From an optimization exercise on the open Yosys and OpenROAD flow, aimed at small area, a short achievable clock period and few clock cycles per item; shortcuts taken in it are not production practice. In this exercise RTL edits were held to simulation tests only and were not proved equivalent to the original.

===== flow/run.sh =====
#!/bin/bash
# synth_recipe.tcl (not shown) runs the flow's synth.tcl, then flattens the netlist and writes it again
# the make line also repeats each setting of config.mk as NAME=value (left out here)
make -C /OpenROAD-flow-scripts/flow DESIGN_CONFIG=/design/flow/config.mk WORK_HOME=/design/flow/orfs CLKGATE_MAP_FILE= SYNTH_SCRIPT=/design/flow/synth_recipe.tcl finish

===== flow/config.mk =====
export PLATFORM = sky130hd
export DESIGN_NAME = vertex_fetch_index_cache
export DESIGN_NICKNAME = vertex_fetch_index_cache
export VERILOG_FILES = /design/flow/design.v
export SDC_FILE = /design/flow/constraint.sdc
export NUM_CORES = 4
export LEC_CHECK = 0
export CAP_MARGIN = 20
export CORE_MARGIN = 2
export CORE_UTILIZATION = 40
export SLEW_MARGIN = 20

===== flow/constraint.sdc =====
create_clock -name core_clock -period 9.5 [get_ports {clk_i}]
set_input_delay 1.9000 -clock core_clock [delete_from_list [all_inputs] [get_ports {clk_i}]]
set_output_delay 1.9000 -clock core_clock [all_outputs]
set_load 0.01 [all_outputs]

===== flow/design.v =====
package vfic_pkg;
  localparam int unsigned BatchSize  = 66;
  localparam int unsigned MaxAttribs = 16;
  localparam int unsigned SlotW      = 7;
  localparam int unsigned AttrW      = 4;
  localparam logic [1:0] RegDrawMode = 2'd0;
  localparam logic [1:0] RegAttrMask = 2'd1;
  localparam logic [1:0] RegInCount  = 2'd2;
  localparam logic CmdVertex = 1'b0;
  localparam logic CmdLoad   = 1'b1;
  localparam logic KindSlot  = 1'b0;
  localparam logic KindFetch = 1'b1;
endpackage
module vfic_addr_unit (
  input  logic [15:0] stride_i,
  input  logic [31:0] index_i,
  output logic [47:0] prod_o
);
  assign prod_o = 48'(stride_i) * 48'(index_i);
endmodule
module vertex_fetch_index_cache (
  input  logic         clk_i,
  input  logic         rst_ni,
  input  logic         psel,
  input  logic         penable,
  input  logic         pwrite,
  input  logic [3:0]   paddr,
  input  logic [31:0]  pwdata,
  output logic [31:0]  prdata,
  output logic         pready,
  input  logic         s_axis_tvalid,
  output logic         s_axis_tready,
  input  logic [159:0] s_axis_tdata,
  input  logic         s_axis_tuser,
  input  logic         s_axis_tlast,
  output logic         m_axis_tvalid,
  input  logic         m_axis_tready,
  output logic [87:0]  m_axis_tdata,
  output logic         m_axis_tuser,
  output logic         m_axis_tlast
);
  localparam int unsigned SW = vfic_pkg::SlotW;
  localparam int unsigned NB = vfic_pkg::BatchSize;
  localparam int unsigned NA = vfic_pkg::MaxAttribs;
  logic        draw_mode_q;
  logic [15:0] mask_q;
  logic [4:0]  in_count_q;
  logic [21:0] prdata_q;
  assign pready = 1'b1;
  always_ff @(posedge clk_i or negedge rst_ni) begin
    if (!rst_ni) begin
      draw_mode_q <= 1'b0;
      mask_q      <= 16'd0;
      in_count_q  <= 5'd1;
    end else if (psel && penable && pwrite) begin
      unique case (paddr[3:2])
        vfic_pkg::RegDrawMode: draw_mode_q <= pwdata[0];
        vfic_pkg::RegAttrMask: mask_q      <= pwdata[15:0];
        vfic_pkg::RegInCount:  in_count_q  <= pwdata[4:0];
        default: ;
      endcase
    end
  end
  always_ff @(posedge clk_i) begin
    unique case (paddr[3:2])
      vfic_pkg::RegDrawMode: prdata_q <= {21'd0, draw_mode_q};
      vfic_pkg::RegAttrMask: prdata_q <= {6'd0, mask_q};
      vfic_pkg::RegInCount:  prdata_q <= {17'd0, in_count_q};
      default:               prdata_q <= 22'd0;
    endcase
  end
  assign prdata = {10'd0, prdata_q};
  logic [NA-1:0] emask;
  always_comb begin
    for (int j = 0; j < NA; j++) begin
      emask[j] = mask_q[j] && (5'(j) < in_count_q);
    end
  end
  logic          adv;         
  logic          o_v;
  logic          a_v, a_cmd, a_last;
  logic [120:0]  a_pl;        
  logic [31:0]   ctr_q;
  logic [1:0]    q_cnt;
  logic          load_ok;
  logic          b_vtx, b_load, b_take;
  assign adv = !o_v || m_axis_tready;
  assign b_vtx         = a_v && !a_cmd && (q_cnt != 2'd2);
  assign b_load        = a_v && a_cmd && load_ok;
  assign b_take        = b_vtx || b_load;
  assign s_axis_tready = !a_v || b_take;
  always_ff @(posedge clk_i or negedge rst_ni) begin
    if (!rst_ni) begin
      a_v   <= 1'b0;
      ctr_q <= 32'd0;
    end else begin
      if (s_axis_tready) a_v <= s_axis_tvalid;
      if (s_axis_tready && s_axis_tvalid && s_axis_tuser == vfic_pkg::CmdVertex) begin
        ctr_q <= s_axis_tlast ? 32'd0 : ctr_q + 32'd1;
      end
    end
  end
  always_ff @(posedge clk_i) begin
    if (s_axis_tready) begin
      a_cmd          <= s_axis_tuser;
      a_last         <= s_axis_tlast;
      a_pl[120:32]   <= s_axis_tdata[152:64];
      a_pl[31:0]     <= (s_axis_tuser == vfic_pkg::CmdLoad) ? s_axis_tdata[63:32] :
                        draw_mode_q ? ctr_q : s_axis_tdata[31:0];
    end
  end
  logic [31:0]   tag_q [NB];
  logic [SW-1:0] fill_q, pos_q;
  logic [NB-1:0] match;
  logic          b_hit, b_bend;
  logic [SW-1:0] b_enc, b_slot;
  logic [31:0]   b_idx;
  assign b_idx = a_pl[31:0];
  always_comb begin
    for (int i = 0; i < NB; i++) begin
      match[i] = (tag_q[i] == b_idx) && (SW'(i) < fill_q);
    end
  end
  always_comb begin
    b_enc = '0;
    for (int i = 0; i < NB; i++) begin
      b_enc = b_enc | (match[i] ? SW'(i) : SW'(0));
    end
  end
  assign b_hit  = |match;
  assign b_slot = b_hit ? b_enc : fill_q;
  assign b_bend = (pos_q >= SW'(NB - 1)) || a_last;
  always_ff @(posedge clk_i) begin
    for (int i = 0; i < NB; i++) begin
      if (fill_q == SW'(i)) tag_q[i] <= b_idx;
    end
  end
  always_ff @(posedge clk_i or negedge rst_ni) begin
    if (!rst_ni) begin
      fill_q <= '0;
      pos_q  <= '0;
    end else if (b_vtx) begin
      if (b_bend) begin
        fill_q <= '0;
        pos_q  <= '0;
      end else begin
        pos_q  <= pos_q + SW'(1);
        fill_q <= fill_q + SW'(!b_hit);
      end
    end
  end
  logic [63:0] d_bo   [NA];
  logic [15:0] d_str  [NA];
  logic [4:0]  d_size [NA];
  logic [3:0]  ld_attr;
  logic [63:0] ld_base, ld_bo;
  logic [15:0] ld_stride, ld_str;
  logic [31:0] ld_offset;
  logic [4:0]  ld_size;
  assign ld_attr   = a_pl[3:0];
  assign ld_base   = a_pl[67:4];
  assign ld_stride = a_pl[83:68];
  assign ld_offset = a_pl[115:84];
  assign ld_size   = a_pl[120:116];
  assign ld_bo     = ld_base + {32'd0, ld_offset};
  assign ld_str    = (ld_stride != 16'd0) ? ld_stride : {11'd0, ld_size};
  always_ff @(posedge clk_i) begin
    for (int j = 0; j < NA; j++) begin
      if (b_load && ld_attr == 4'(j)) begin
        d_bo[j]   <= ld_bo;
        d_str[j]  <= ld_str;
        d_size[j] <= ld_size;
      end
    end
  end
  logic [31:0]   q_idx  [2];
  logic [SW-1:0] q_slot [2];
  logic [1:0]    q_hit, q_bend;
  logic          q_wp, q_rp;
  logic          s_pop;
  always_ff @(posedge clk_i) begin
    if (b_vtx) begin
      q_idx[q_wp]  <= b_idx;
      q_slot[q_wp] <= b_slot;
      q_hit[q_wp]  <= b_hit;
      q_bend[q_wp] <= b_bend;
    end
  end
  always_ff @(posedge clk_i or negedge rst_ni) begin
    if (!rst_ni) begin
      q_wp  <= 1'b0;
      q_rp  <= 1'b0;
      q_cnt <= 2'd0;
    end else begin
      if (b_vtx) q_wp <= !q_wp;
      if (s_pop) q_rp <= !q_rp;
      q_cnt <= q_cnt + 2'(b_vtx) - 2'(s_pop);
    end
  end
  logic [NA-1:0] rem_q, s_rem, s_oh;
  logic          s_any, s_issue;
  logic [3:0]    s_j;
  logic [15:0]   s_str;
  logic [31:0]   h_idx;
  assign h_idx   = q_idx[q_rp];
  assign s_rem   = q_hit[q_rp] ? '0 : rem_q;
  assign s_any   = |s_rem;
  assign s_oh    = s_rem & (~s_rem + NA'(1));
  assign s_issue = adv && (q_cnt != 2'd0);
  assign s_pop   = s_issue && !s_any;
  always_comb begin
    s_j   = '0;
    s_str = '0;
    for (int j = 0; j < NA; j++) begin
      s_j   = s_j | (s_oh[j] ? 4'(j) : 4'd0);
      s_str = s_str | (s_oh[j] ? d_str[j] : 16'd0);
    end
  end
  always_ff @(posedge clk_i or negedge rst_ni) begin
    if (!rst_ni) begin
      rem_q <= '0;
    end else if (q_cnt == 2'd0 || s_pop) begin
      rem_q <= emask;
    end else if (s_issue) begin
      rem_q <= s_rem & ~s_oh;
    end
  end
  logic          p1_v, p1_f, p1_hit, p1_bend;
  logic [3:0]    p1_j;
  logic [SW-1:0] p1_slot;
  logic [15:0]   p1_str;
  logic [47:0]   p1_prod;
  always_ff @(posedge clk_i or negedge rst_ni) begin
    if (!rst_ni) begin
      p1_v <= 1'b0;
    end else if (adv) begin
      p1_v <= q_cnt != 2'd0;
    end
  end
  always_ff @(posedge clk_i) begin
    if (adv) begin
      p1_f    <= s_any;
      p1_j    <= s_j;
      p1_slot <= q_slot[q_rp];
      p1_hit  <= q_hit[q_rp];
      p1_bend <= q_bend[q_rp];
      p1_str  <= s_str;
    end
  end
  vfic_addr_unit u_mul (
    .stride_i(p1_str),
    .index_i (h_idx),
    .prod_o  (p1_prod)
  );
  logic          p2_v, p2_f, p2_hit, p2_bend;
  logic [3:0]    p2_j;
  logic [SW-1:0] p2_slot;
  logic [47:0]   p2_prod;
  logic [63:0]   p2_addr;
  always_ff @(posedge clk_i or negedge rst_ni) begin
    if (!rst_ni) begin
      p2_v <= 1'b0;
    end else if (adv) begin
      p2_v <= p1_v;
    end
  end
  always_ff @(posedge clk_i) begin
    if (adv) begin
      p2_f    <= p1_f;
      p2_j    <= p1_j;
      p2_slot <= p1_slot;
      p2_hit  <= p1_hit;
      p2_bend <= p1_bend;
      p2_prod <= p1_prod;
    end
  end
  assign p2_addr = d_bo[p2_j] + {16'd0, p2_prod};
  logic [87:0] od_q;
  logic        ou_q;
  always_ff @(posedge clk_i or negedge rst_ni) begin
    if (!rst_ni) begin
      o_v <= 1'b0;
    end else if (adv) begin
      o_v <= p2_v;
    end
  end
  always_ff @(posedge clk_i) begin
    if (adv) begin
      if (p2_f) begin
        od_q <= {6'd0, 1'b0, d_size[p2_j], p2_addr, p2_j, 1'b0, p2_slot};
        ou_q <= vfic_pkg::KindFetch;
      end else begin
        od_q <= {6'd0, p2_bend, 5'd0, 64'd0, 4'd0, p2_hit, p2_slot};
        ou_q <= vfic_pkg::KindSlot;
      end
    end
  end
  assign load_ok = (q_cnt == 2'd0) && !(p1_v && p1_f) && !(p2_v && p2_f);
  assign m_axis_tvalid = o_v;
  assign m_axis_tdata  = od_q;
  assign m_axis_tuser  = ou_q;
  assign m_axis_tlast  = !ou_q;
endmodule

==> reports/results.txt <==
Summing the sequential cell areas from Yosys gives 66.1% of the chip area. After layout, the worst path uses 82.3% of the clock period. For the core footprint, the log shows 0.445 mm². Number of buffers inserted by post-CTS setup repair: 0. Static timing analysis puts the maximum clock frequency at 128 MHz. Dividing the synthesized area by the synthesized cell count gives 14.8 µm². The kind of cell with the highest combined delay along the critical path is adder cells. Headroom to the max-slew limit came out at 20.0%. After clock tree synthesis, the clock-pin slew on the worst setup and hold paths is 60 ps.

The residual overflow from global routing came out at 0. The highest cell delay on the worst timing path came out at 740 ps. The Yosys warning count was 5. The final-layout fill cell count is 39000. For the final RePlAce weighted congestion, the log shows 0.877. Ranked by instance count, the synthesized netlist is headed by sky130_fd_sc_hd__edfxtp_1, sky130_fd_sc_hd__xor2_1, sky130_fd_sc_hd__xnor2_1, sky130_fd_sc_hd__nand2_1, sky130_fd_sc_hd__inv_1. The floorplan step defined a die boundary enclosing 0.453 mm². The worst register-to-register path ends at p2_prod[43].

The tightest min-delay check is of the reg -> reg type. The tools report the via count of the first global-routing pass as 101000. Pre-CTS setup slack: 1720 ps.

The sequential standard cell area came out at 0.118 mm². Of all cell types, the one taking the most synthesized area is sky130_fd_sc_hd__edfxtp_1. During placement, the flow inserted port buffers numbering 281. The run finished with no timing, DRC or antenna violations. The endpoint of the most critical setup path is p2_prod[43].

The cell area that synthesis handed to floorplanning was 0.179 mm². The maximum fanout encountered on the critical timing path came out at 20.

The critical path depth came out at 23. The hold violation count in the final report was 0; the first-pass GRT wire length was 725 mm. The logs give 8510 ps for the data arrival time of the critical path and 399 for the number of clock buffers inserted by TritonCTS. The worst-case hold slack was 418 ps.

The critical path goes through buf_4 -> mux2_2 -> nand2_1 -> fa_1 -> inv_1 -> fa_1 -> inv_1 -> fa_1 -> fa_1 -> fa_1 -> inv_1 -> fa_1 -> ha_1 -> a21o_1 -> a221o_1 -> a21oi_1 -> o21ai_0 -> a31oi_1 -> nand2_1 -> a31oi_1 -> o21ai_0 -> a31oi_1 -> xnor2_1. Wires add up to 504 mm. The tree is rooted in a sky130_fd_sc_hd__clkbuf_16. H-tree depth: 5. Tracing the worst setup path back leads to its startpoint at q_rp. The count of max-cap constraint violations was 0; the total track usage was 21.8%. The cell type of the slowest stage on the worst timing path is sky130_fd_sc_hd__dfrtp_2.

Counting flops with an async set or reset pin after synthesis yields a share of 2.32%. STA classifies the critical path endpoint as a register. The floorplan has 245 rows.

The setup clock skew after layout is 50.6 ps. The reg-to-reg critical path startpoint is q_rp. After synthesis, the largest area contributor takes up 64.7% of total cell area. Number of cells after detailed placement: 18100. Among all flip-flop cells after synthesis, the most frequent one is sky130_fd_sc_hd__edfxtp_1. The buffers plus inverters on the worst setup path works out to 4.

Pin slew with the least headroom to its limit: 1200 ps. Count of vias placed by the detailed router: 104000. The worst reg2reg path depth came out at 23.

The final-report max-slew violation count is 0, and the layout-stage area growth over the synthesis result is 13.5%. Post-route setup TNS: 0 ps. The clock reaches the later pin of the worst-skew pair after 970 ps.

The critical path is of the reg -> reg type. The run gives 12100 as the synthesized instance count. The final antenna-violating net count is 0. The final instance count without filler cells came out at 18800. Data required time of the worst path: 10190 ps.

The launching element type of the critical path was a register. The tools report the number of buffers inserted for hold repair after clock tree synthesis as 0. The setup check on the worst reg-to-reg path leaves a slack of 1680 ps. Cell with the most instances after synthesis: sky130_fd_sc_hd__edfxtp_1. The most frequent cell on the critical path is sky130_fd_sc_hd__fa_1. The maximum root-to-sink buffer count was 4.

The floorplan step set the die width to 673 µm. The largest net degree at the start of global routing is 86, and the average routed wire per standard cell is 26.8 µm. For this design the top-level I/O count stands at 330. The minimum period implied by the final worst setup slack is 7820 ps, and the setup slack after layout is 1680 ps. TritonCTS built the clock tree. Summing all multi-input logic gate instances after layout gives 0.0568 mm².

After detailed routing, the number of vias per cell comes to 5.53. The initial antenna violation count was 20; the layout net count was 13400. The wire-length estimate of the detail-placed layout is 301 mm. Total number of clock tree sinks: 3960. The number of distinct library cells after synthesis came out at 88. The worst hold path begins at p2_slot[3]. The count of state elements after synthesis is 3960. The pre-antenna-repair detailed-routing pass consisted of 6 iterations.

In this run, synthesis inferred 3852 flip-flops with an integrated enable. Of the cells placed in the final design, the portion with a size suffix greater than 1 is 9.03%. In the routed design, unresolved DRC markers number 0. Once the floorplan was initialized, standard cells occupied 40.2% of the core. The setup-violating endpoint count in the final report was 0.

Ranked by total cell area, the synthesized netlist is headed by sky130_fd_sc_hd__edfxtp_1, sky130_fd_sc_hd__xor2_1, sky130_fd_sc_hd__xnor2_1. Setup repair after global routing left no endpoint under its margin. The number of gates resized after CTS was 0. Count of routing violations after the opening detailed-route iteration: 9999. Die boundary height: 673 µm.
layer usage:
| layer | part of all wire [%] | track usage [%] | up-vias |
|---|---|---|---|
| met3 | 6.3 | 2.57 | 739 |
| met4 | 3.5 | 7.11 | 2 |
| li1 | - | - | 45400 |
| met5 | 0.0026 | 0 | - |
| met2 | 47 | 36.0 | 3745 |
| met1 | 43 | 30.0 | 54000 |
through the flow:
step | cell area [µm²] | util, %
after floorplan | 179000 | -
after global routing | 203000 | 45.6
after CTS | 203000 | 45.5
after detailed placement | 190000 | 42.7
final | 203000 | 45.6
after global placement | 190000 | 42.7
worst min-delay path by stage:
stage	to	slack, ps	depth (start not counted)
after global placement	od_q[2]	400	0
after global routing	od_q[3]	420	0
after CTS	od_q[2]	420	0
after detailed placement	od_q[3]	410	0
final	od_q[3]	420	0
after floorplan	od_q[0]	400	0
final cells by class:
class / count / share of cell area (%)
Antenna cell: 29 / 0.0357
Clock buffer: 509 / 5.21
Clock inverter: 205 / 0.962
Inverter: 454 / 0.843
Multi-Input combinational cell: 7072 / 28.0
Sequential cell: 3960 / 58.2
Tap cell: 5928 / 3.65
Timing Repair Buffer: 639 / 3.09
registers in the layout, summed over array words and instances, names as in the netlist, 5 cells and up, named ones only:
register,cells
tag_q,2112
d_bo,1024
d_str,256
a_pl,121
od_q,82
d_size,80
q_idx,64
p2_prod,48
ctr_q,32
mask_q,16
p1_str,16
prdata_q,16
rem_q,16
q_slot,14
fill_q,7
p1_slot,7
p2_slot,7
pos_q,7
in_count_q,5
kinds of logic (layout without fill, tap and decap cells):
group           after synthesis  count (layout)  synth area share [%]
flops                      3960            3960                  66.1
mux                         133             133                 0.809
fa+ha+maj                   627             627                  6.15
simple gates               2614            2614                  7.53
buf+inv                    1065            1807                  2.61
other cells                   2              52               0.00420
xor+xnor                   2291            2291                  11.2
compound gates             1384            1384                  5.56
layout by cell type (no fill, tap or decap), drive strengths merged, types with 58 or more instances in the layout:
cell           count
nor3             137
a22o             129
nand3            281
edfxtp          3852
and3              64
clkdlybuf4s50    279
a221oi           162
a21o              93
nor2             350
and2             169
ha               207
a21oi            226
clkinv           155
a22oi            230
o21ai            196
xor2            1283
clkbuf           509
buf              360
dfrtp             91
xnor2           1008
nand4            316
nand2            696
fa               420
nor2b             58
nor4             337
mux2              81
inv              461
Testbench counts, summed over its fixed seeds: cycles 64,522, vertices 22,812.

[static timing again, ports no longer ideal]
Ports are ideal in the flow. The routed layout listed here was re-timed in OpenROAD. Step 1, drivers: a clkbuf_16 drives clk_i and a buf_2 each remaining input, both assumed. Step 2, shift: input delay + t, output delay - t, t = (earliest + latest rising clock arrival at the registers) / 2. This alone moves slack from input paths to output paths. Slacks: ideal ports / drivers / drivers and shift; pairs: ideal ports / drivers.
t, ns: 1.065
setup WS [ns]: 1.677 / 1.677 / 1.677
worst hold slack (ns): 0.418 / 0.418 / 0.418
clock arrival spread, ns: 0.064 / 0.065
slew at the worst register clock pin (ns): 0.07 / 0.07
After both steps this run still meets setup and hold. For this run, drivers alone change the setup slack by 0.000 ns; drivers and shift together by 0.000 ns.
